Source: an optimization exercise on an open RTL-to-GDS flow (aim: small area and a short achievable clock period). Production flows keep margins and buffers that such runs may drop.
For this run, only the layout was checked, not whether the RTL still works.
Power and IR drop assume default switching activity.

`flow/config.mk`:
```
export PLATFORM = sky130hd
export DESIGN_NAME = rename_unit
export DESIGN_NICKNAME = rename_unit
export VERILOG_FILES = /design/flow/design.v
export SDC_FILE = /design/flow/constraint.sdc
export NUM_CORES = 4
export LEC_CHECK = 0
export CAP_MARGIN = 20
export CORE_MARGIN = 2
export CORE_UTILIZATION = 40
export SETUP_SLACK_MARGIN = 3.5
export SLEW_MARGIN = 20
export SYNTH_HIERARCHICAL = 1
export SYNTH_MINIMUM_KEEP_SIZE = 0
```
`flow/constraint.sdc`:
```
create_clock -name core_clock -period 8.0 [get_ports {clk}]
set_input_delay 1.6000 -clock core_clock [delete_from_list [all_inputs] [get_ports {clk}]]
set_output_delay 1.6000 -clock core_clock [all_outputs]
set_load 0.01 [all_outputs]
```
`flow/design.v`:
```
`default_nettype none
package rename_pkg;
  localparam int NUM_AREG   = 32;   
  localparam int NUM_PREG   = 64;   
  localparam int FREE_DEPTH = 32;   
  localparam int BR_DEPTH   = 4;    
  localparam int ZERO_AREG  = 31;   
  localparam int AW         = 5;    
  localparam int PW         = 6;    
  localparam int FW         = 6;    
  localparam int BW         = 2;    
endpackage
`default_nettype wire
`timescale 1ns/10ps
`default_nettype none
module rename_unit (
  input  wire        clk,
  input  wire        rst,
  input  wire        dispatch_i,
  input  wire [4:0]  req_opa_areg_i,
  input  wire [4:0]  req_opb_areg_i,
  input  wire [4:0]  req_dest_areg_i,
  input  wire        req_is_branch_i,
  input  wire        cdb_valid_i,
  input  wire [5:0]  cdb_preg_i,
  input  wire        retire_i,
  input  wire [5:0]  retire_preg_i,
  input  wire        resolve_i,
  input  wire        mispredict_i,
  output logic [5:0] rsp_opa_preg_o,
  output logic       rsp_opa_rdy_o,
  output logic [5:0] rsp_opb_preg_o,
  output logic       rsp_opb_rdy_o,
  output logic [5:0] rsp_dest_preg_o,
  output logic [5:0] rsp_dest_old_preg_o,
  output logic       stall_o
);
  localparam int NT = 64;
  logic [4:0]  areg_q [NT];
  logic [NT-1:0] vld_q;
  logic [NT-1:0] rdy_q;
  logic [NT-1:0] ck_vld_q  [4];
  logic [5:0]    ck_head_q [4];
  logic          ck_lap_q  [4];
  logic [1:0]    ck_rd_q;
  logic [1:0]    ck_wr_q;
  logic [2:0]    ck_cnt_q;
  logic [5:0]  fifo_q [32];
  logic [5:0]  head_q;
  logic        lap_q;      
  logic [5:0]  tail_q;
  logic        rec_q;      
  logic dest_real, recover, accept, alloc, push, pop, empty, full;
  assign dest_real = (req_dest_areg_i != 5'd31);
  assign recover   = resolve_i & mispredict_i;
  assign pop       = resolve_i & ~mispredict_i;
  assign empty     = (head_q == tail_q);
  assign full      = ck_cnt_q[2];
  assign stall_o   = rec_q | recover | (dest_real & empty) | (req_is_branch_i & full);
  assign accept    = dispatch_i & ~stall_o;
  assign alloc     = accept & dest_real;
  assign push      = accept & req_is_branch_i;
  logic [5:0] free_tag;
  assign free_tag = lap_q ? fifo_q[head_q[4:0]] : {1'b1, head_q[4:0]};
  logic [NT-1:0] new_dec, cdb_dec, rdy_fwd;
  logic [NT-1:0] vld_w;
  logic [NT-1:0] n1_a, n2_a, n2r_a, n1_b, n2_b, n2r_b, n1_d, n2_d, m_d;
  always_comb begin
    for (int t = 0; t < NT; t++) begin
      new_dec[t] = (free_tag == 6'(t));
      cdb_dec[t] = cdb_valid_i & (cdb_preg_i == 6'(t));
      rdy_fwd[t] = (t == 31) ? 1'b1 : (rdy_q[t] | cdb_dec[t]);
      vld_w[t]   = (t == 31) ? 1'b1 : vld_q[t];
    end
  end
  for (genvar t = 0; t < NT; t++) begin : g_cam
    logic [4:0] a;
    if (t == 31) begin : g_z
      assign a = 5'd31;
    end else begin : g_r
      assign a = areg_q[t];
    end
    ru_tagcmp u_a (.a(a), .k(req_opa_areg_i),  .v(vld_w[t]), .r(rdy_fwd[t]), .n1(n1_a[t]), .n2(n2_a[t]), .n2r(n2r_a[t]));
    ru_tagcmp u_b (.a(a), .k(req_opb_areg_i),  .v(vld_w[t]), .r(rdy_fwd[t]), .n1(n1_b[t]), .n2(n2_b[t]), .n2r(n2r_b[t]));
    ru_tagcmp2 u_d (.a(a), .k(req_dest_areg_i), .v(vld_w[t]), .n1(n1_d[t]), .n2(n2_d[t]));
    assign m_d[t] = ~(n1_d[t] | n2_d[t]);
  end
  for (genvar b = 0; b < 6; b++) begin : g_enc
    logic [31:0] a1, a2, b1, b2, d1, d2;
    for (genvar j = 0; j < 32; j++) begin : g_sel
      localparam int T = ((j >> b) << (b + 1)) | (1 << b) | (j & ((1 << b) - 1));
      assign a1[j] = n1_a[T];
      assign a2[j] = n2_a[T];
      assign b1[j] = n1_b[T];
      assign b2[j] = n2_b[T];
      assign d1[j] = n1_d[T];
      assign d2[j] = n2_d[T];
    end
    ru_or32 u_a (.n1(a1), .n2(a2), .y(rsp_opa_preg_o[b]));
    ru_or32 u_b (.n1(b1), .n2(b2), .y(rsp_opb_preg_o[b]));
    ru_or32 u_d (.n1(d1), .n2(d2), .y(rsp_dest_old_preg_o[b]));
  end
  ru_or64 u_rdy_a (.n1(n1_a), .n2(n2r_a), .y(rsp_opa_rdy_o));
  ru_or64 u_rdy_b (.n1(n1_b), .n2(n2r_b), .y(rsp_opb_rdy_o));
  assign rsp_dest_preg_o = dest_real ? free_tag : 6'd31;
  logic [NT-1:0] vld_upd;    
  always_comb begin
    for (int t = 0; t < NT; t++)
      vld_upd[t] = (t == 31) ? 1'b1 : ((vld_q[t] & ~(alloc & m_d[t])) | (alloc & new_dec[t]));
  end
  always_ff @(posedge clk) begin
    for (int t = 0; t < NT; t++) begin
      if (t != 31) begin
        if (rst) begin
          vld_q[t] <= (t < 32);
          rdy_q[t] <= 1'b1;
        end else begin
          vld_q[t] <= recover ? ck_vld_q[ck_rd_q][t] : vld_upd[t];
          rdy_q[t] <= rdy_fwd[t] & ~(alloc & new_dec[t]);
        end
      end
    end
  end
  always_ff @(posedge clk) begin
    for (int t = 0; t < NT; t++) begin
      if (t != 31) begin
        if (t < 32 && rst) areg_q[t] <= 5'(t);
        else if (alloc & new_dec[t]) areg_q[t] <= req_dest_areg_i;
      end
    end
  end
  logic [5:0] head_nx;
  logic       lap_nx;
  always_comb begin
    head_nx = head_q + 6'(alloc);
    lap_nx  = lap_q | (alloc & (head_q[4:0] == 5'd31));
  end
  always_ff @(posedge clk) begin
    if (rst) begin
      head_q <= 6'd0;
      lap_q  <= 1'b0;
      tail_q <= 6'd32;
    end else begin
      head_q <= recover ? ck_head_q[ck_rd_q] : head_nx;
      lap_q  <= recover ? ck_lap_q[ck_rd_q]  : lap_nx;
      tail_q <= tail_q + 6'(retire_i);
    end
  end
  always_ff @(posedge clk) begin
    for (int i = 0; i < 32; i++)
      if (retire_i && tail_q[4:0] == 5'(i)) fifo_q[i] <= retire_preg_i;
  end
  always_ff @(posedge clk) begin
    for (int e = 0; e < 4; e++) begin
      if (push && ck_wr_q == 2'(e)) begin
        ck_vld_q[e]  <= vld_upd;
        ck_head_q[e] <= head_nx;
        ck_lap_q[e]  <= lap_nx;
      end
    end
  end
  always_ff @(posedge clk) begin
    if (rst) begin
      ck_rd_q  <= 2'd0;
      ck_wr_q  <= 2'd0;
      ck_cnt_q <= 3'd0;
      rec_q    <= 1'b0;
    end else begin
      rec_q <= recover;
      if (recover) begin
        ck_rd_q  <= ck_wr_q;
        ck_cnt_q <= 3'd0;
      end else begin
        ck_wr_q  <= ck_wr_q + 2'(push);
        ck_rd_q  <= ck_rd_q + 2'(pop);
        ck_cnt_q <= ck_cnt_q + 3'(push) - 3'(pop);
      end
    end
  end
endmodule
module ru_xnor2 (input wire a, input wire b, output wire y);
  assign y = ~(a ^ b);
endmodule
module ru_nand3 (input wire a, input wire b, input wire c, output wire y);
  assign y = ~(a & b & c);
endmodule
module ru_nand4 (input wire a, input wire b, input wire c, input wire d, output wire y);
  assign y = ~(a & b & c & d);
endmodule
module ru_nor4 (input wire a, input wire b, input wire c, input wire d, output wire y);
  assign y = ~(a | b | c | d);
endmodule
module ru_o22ai (input wire a1, input wire a2, input wire b1, input wire b2, output wire y);
  assign y = ~((a1 | a2) & (b1 | b2));
endmodule
module ru_or2 (input wire a, input wire b, output wire y);
  assign y = a | b;
endmodule
module ru_tagcmp (
  input  wire [4:0] a,
  input  wire [4:0] k,
  input  wire       v,
  input  wire       r,
  output wire       n1,
  output wire       n2,
  output wire       n2r
);
  wire [4:0] e;
  for (genvar i = 0; i < 5; i++) begin : g_x
    ru_xnor2 u_x (.a(a[i]), .b(k[i]), .y(e[i]));
  end
  ru_nand3 u_n1  (.a(e[0]), .b(e[1]), .c(e[2]), .y(n1));
  ru_nand3 u_n2  (.a(e[3]), .b(e[4]), .c(v), .y(n2));
  ru_nand4 u_n2r (.a(e[3]), .b(e[4]), .c(v), .d(r), .y(n2r));
endmodule
module ru_tagcmp2 (
  input  wire [4:0] a,
  input  wire [4:0] k,
  input  wire       v,
  output wire       n1,
  output wire       n2
);
  wire [4:0] e;
  for (genvar i = 0; i < 5; i++) begin : g_x
    ru_xnor2 u_x (.a(a[i]), .b(k[i]), .y(e[i]));
  end
  ru_nand3 u_n1 (.a(e[0]), .b(e[1]), .c(e[2]), .y(n1));
  ru_nand3 u_n2 (.a(e[3]), .b(e[4]), .c(v), .y(n2));
endmodule
module ru_or32 (
  input  wire [31:0] n1,
  input  wire [31:0] n2,
  output wire        y
);
  wire [15:0] p;
  wire [3:0]  q;
  for (genvar i = 0; i < 16; i++) begin : g_p
    ru_o22ai u_p (.a1(n1[2*i]), .a2(n2[2*i]), .b1(n1[2*i+1]), .b2(n2[2*i+1]), .y(p[i]));
  end
  for (genvar i = 0; i < 4; i++) begin : g_q
    ru_nor4 u_q (.a(p[4*i]), .b(p[4*i+1]), .c(p[4*i+2]), .d(p[4*i+3]), .y(q[i]));
  end
  ru_nand4 u_y (.a(q[0]), .b(q[1]), .c(q[2]), .d(q[3]), .y(y));
endmodule
module ru_or64 (
  input  wire [63:0] n1,
  input  wire [63:0] n2,
  output wire        y
);
  wire lo, hi;
  ru_or32 u_lo (.n1(n1[31:0]),  .n2(n2[31:0]),  .y(lo));
  ru_or32 u_hi (.n1(n1[63:32]), .n2(n2[63:32]), .y(hi));
  ru_or2  u_y  (.a(lo), .b(hi), .y(y));
endmodule
`default_nettype wire
```
`flow/run.sh`:
```
#!/bin/bash
# synth_recipe.tcl (not shown) runs the flow's synth.tcl, then flattens the netlist and writes it again
# the make line also repeats each setting of config.mk as NAME=value (left out here)
make -C /OpenROAD-flow-scripts/flow DESIGN_CONFIG=/design/flow/config.mk WORK_HOME=/design/flow/orfs CLKGATE_MAP_FILE= SYNTH_SCRIPT=/design/flow/synth_recipe.tcl finish
```
==> flow_metrics.tcl <==
set metrics [dict create \
    die_w_um 359 \
    core_um2 125000 \
    hold_violations 0 \
    drive_gt1_share_pct 26.8 \
    cts_max_level 3 \
    clockBufferDepth 3 \
    rows 130 \
    drtAntennaViolNets 0 \
    cts.sinks 934 \
    path_clk_slew_ns 0.06 \
    clock.fmax_mhz 182 \
    maxSlewViolCount 0 \
    drc 0 \
    critPathArrivalTime_ns 3.89 \
    wirelength_um 209000 \
    nets 4888 \
    start_util_pct 40.2 \
    io_pins 62 \
    worstSetupEndpointType "output pin" \
    min_period_ns 5.49 \
    p_leak_nw 21.7 \
    postSynthCellCount 4388 \
    setup_viol_count_final 0 \
    drt_iter0_drc 5438 \
    dp_hpwl_um 119000 \
    fin_skew_ns 0.0601 \
    insertion_delay_ns 0.74 \
    slew_headroom_pct 18.5 \
    status "finished clean" \
    hold_ws_ns 0.503 \
    final_util_pct 52.6 \
    yosys_warnings 12 \
    drt-vias-per-instance 6.41 \
    dr.pass1.iters 6 \
    gp_congestion 0.969 \
    cp_max_fo 7 \
    cts_tree "yes" \
    io_buffers 61 \
    grt_pass1_wl_um 291000 \
    synthToLayoutAreaGrowth_pct 30.7 \
    fillers 10500 \
    preCtsSetupSlack_ns 1.35 \
    antenna_found_initial 9 \
    postLayoutSetupSlackWorst_ns 2.51 \
    instances_no_fill 6588 \
    cts_buffers 104 \
    start_kind "input pin" \
    setup_tns_ns 0 \
    worstPathRequired_ns 6.40 \
    drv_cap 0 \
    grt_max_degree 115 \
    die_h_um 359 \
    fin_crit_sh_pct 68.7 \
    wl_per_cell_um 31.7 \
    ir_worst_vdd_mv 0.176 \
    num_vias 42200 \
    grt_usage_pct 30.9 \
    root_buffer "clkbuf_16" \
    hold_class "reg2reg" \
    dieArea_um2 129000 \
    dp_cells 6033 \
    power.density_nw_per_um2 188 \
    synth_area_per_cell_um2 11.5 \
    grt_pass1_vias 39700 \
    grt-ovfl-total 0 \
    syn_area_um2 50500 \
    tightest_slew_ns 1.22 \
    criticalPathCategory "in2out" \
    rsz0062_at_grt "yes" \
]
[worst max-delay path, cell delays in order]
cell	delay (ns)
buf_12	0.12
nand2_4	0.07
buf_4	0.13
nor2_2	0.11
a21oi_1	0.21
inv_1	0.09
nand4_1	0.10
o22ai_1	0.13
nor4_4	0.41
nand4_1	0.38
or2_4	0.40
buf_6	0.13
[registers in the layout (all words and copies together) (netlist names), 3 cells and up]
signal / count
ck_head_q: 24
ck_vld_q: 252
head_q: 6
fifo_q: 192
tail_q: 6
areg_q: 315
ck_cnt_q: 3
vld_q: 63
ck_lap_q: 4
rdy_q: 63
[path summary, 6_finish.rpt]
path	startpoint	cells after the start	slack, ns	to
worst min register to register	rdy_q[38]	2	0.50	rdy_q[38]
worst max register to register	head_q[1]	12	3.45	areg_q[37][4]
worst max-delay path	cdb_preg_i[3]	12	2.51	rsp_opa_rdy_o
worst min-delay path	rdy_q[38]	2	0.50	rdy_q[38]
[report_power, final]
group / total (mW) / internal, mW / switching, mW / leakage [nW]
logic: 2.07 / 0.843 / 1.22 / 11.8
clock network: 5.04 / 2.91 / 2.14 / 1.74
registers: 5.31 / 5.23 / 0.0856 / 8.12
[per-layer routing]
metal / GRT usage (%) / vias to the layer above / share of wire (%)
met3: 7.78 / 784 / 12
met2: 45.9 / 2852 / 43
li1: - / 17700 / -
met4: 18.5 / 16 / 7.5
met1: 40.5 / 20900 / 38
met5: 0 / - / 0.057
[cell type report]
cell class / count / area (um2) / area share [%]
Clock buffer: 137 / 2870 / 4.35
Sequential cell: 934 / 25100 / 38.0
Timing Repair Buffer: 500 / 6820 / 10.3
Antenna cell: 3 / 7.51 / 0.0114
Tap cell: 1650 / 2060 / 3.13
Multi-Input combinational cell: 3260 / 28300 / 42.8
Clock inverter: 60 / 727 / 1.10
Inverter: 44 / 165 / 0.250
[what timing repair did]
action | 4_1_cts | 5_1_grt
cloned | 64 | 4
hold buffers | 0 | 0
pin swaps | 202 | 136
buffers inserted | 200 | 87
resized for setup | 826 | 220
endpoints found under the setup margin | 564 | 54
[placed cells by master, fill, tap and decap left out, types with 70 or more instances in the layout]
cell type / n
buf_16: 71
nand2_1: 71
buf_6: 97
nor2_1: 174
mux2i_1: 166
a21o_1: 70
mux4_2: 71
o22ai_1: 241
edfxtp_1: 632
nand2b_1: 107
nand4_1: 163
dfxtp_1: 295
xnor2_1: 933
nand3_2: 160
o22ai_2: 95
buf_4: 223
clkbuf_16: 110
nand3_1: 252
[metrics by stage]
stage          area, um2  total power [mW]
2_1_floorplan      50700              6.18
3_3_place_gp       53400              6.83
3_5_place_dp       53400              6.84
4_1_cts            63800              12.3
5_1_grt            66000              12.7
6_report           66000              12.4

==> afterwards: timing with drivers on the ports <==
Ports are ideal in the flow. The routed layout listed here was re-timed in OpenROAD. Step 1, drivers: a clkbuf_16 drives clk and a buf_2 each remaining input, both assumed. Step 2 moves the port delays by t, midway between the first and last clock arrival at a register: inputs arrive t later, outputs are due t later. That takes back most of the time a late clock gives input paths. Three values: ideal ports, drivers, drivers and shift; two values: the first two.
shift t [ns]: 0.792
setup WS [ns]: 2.508 / 2.309 / 1.899
latest minus earliest clock arrival (ns): 0.061 / 0.061
worst data-port slew with drivers (ns): 0.59
After both steps setup and hold are still met in this run. The setup slack of this run moves by -0.199 ns with the drivers and by -0.609 ns with both steps.
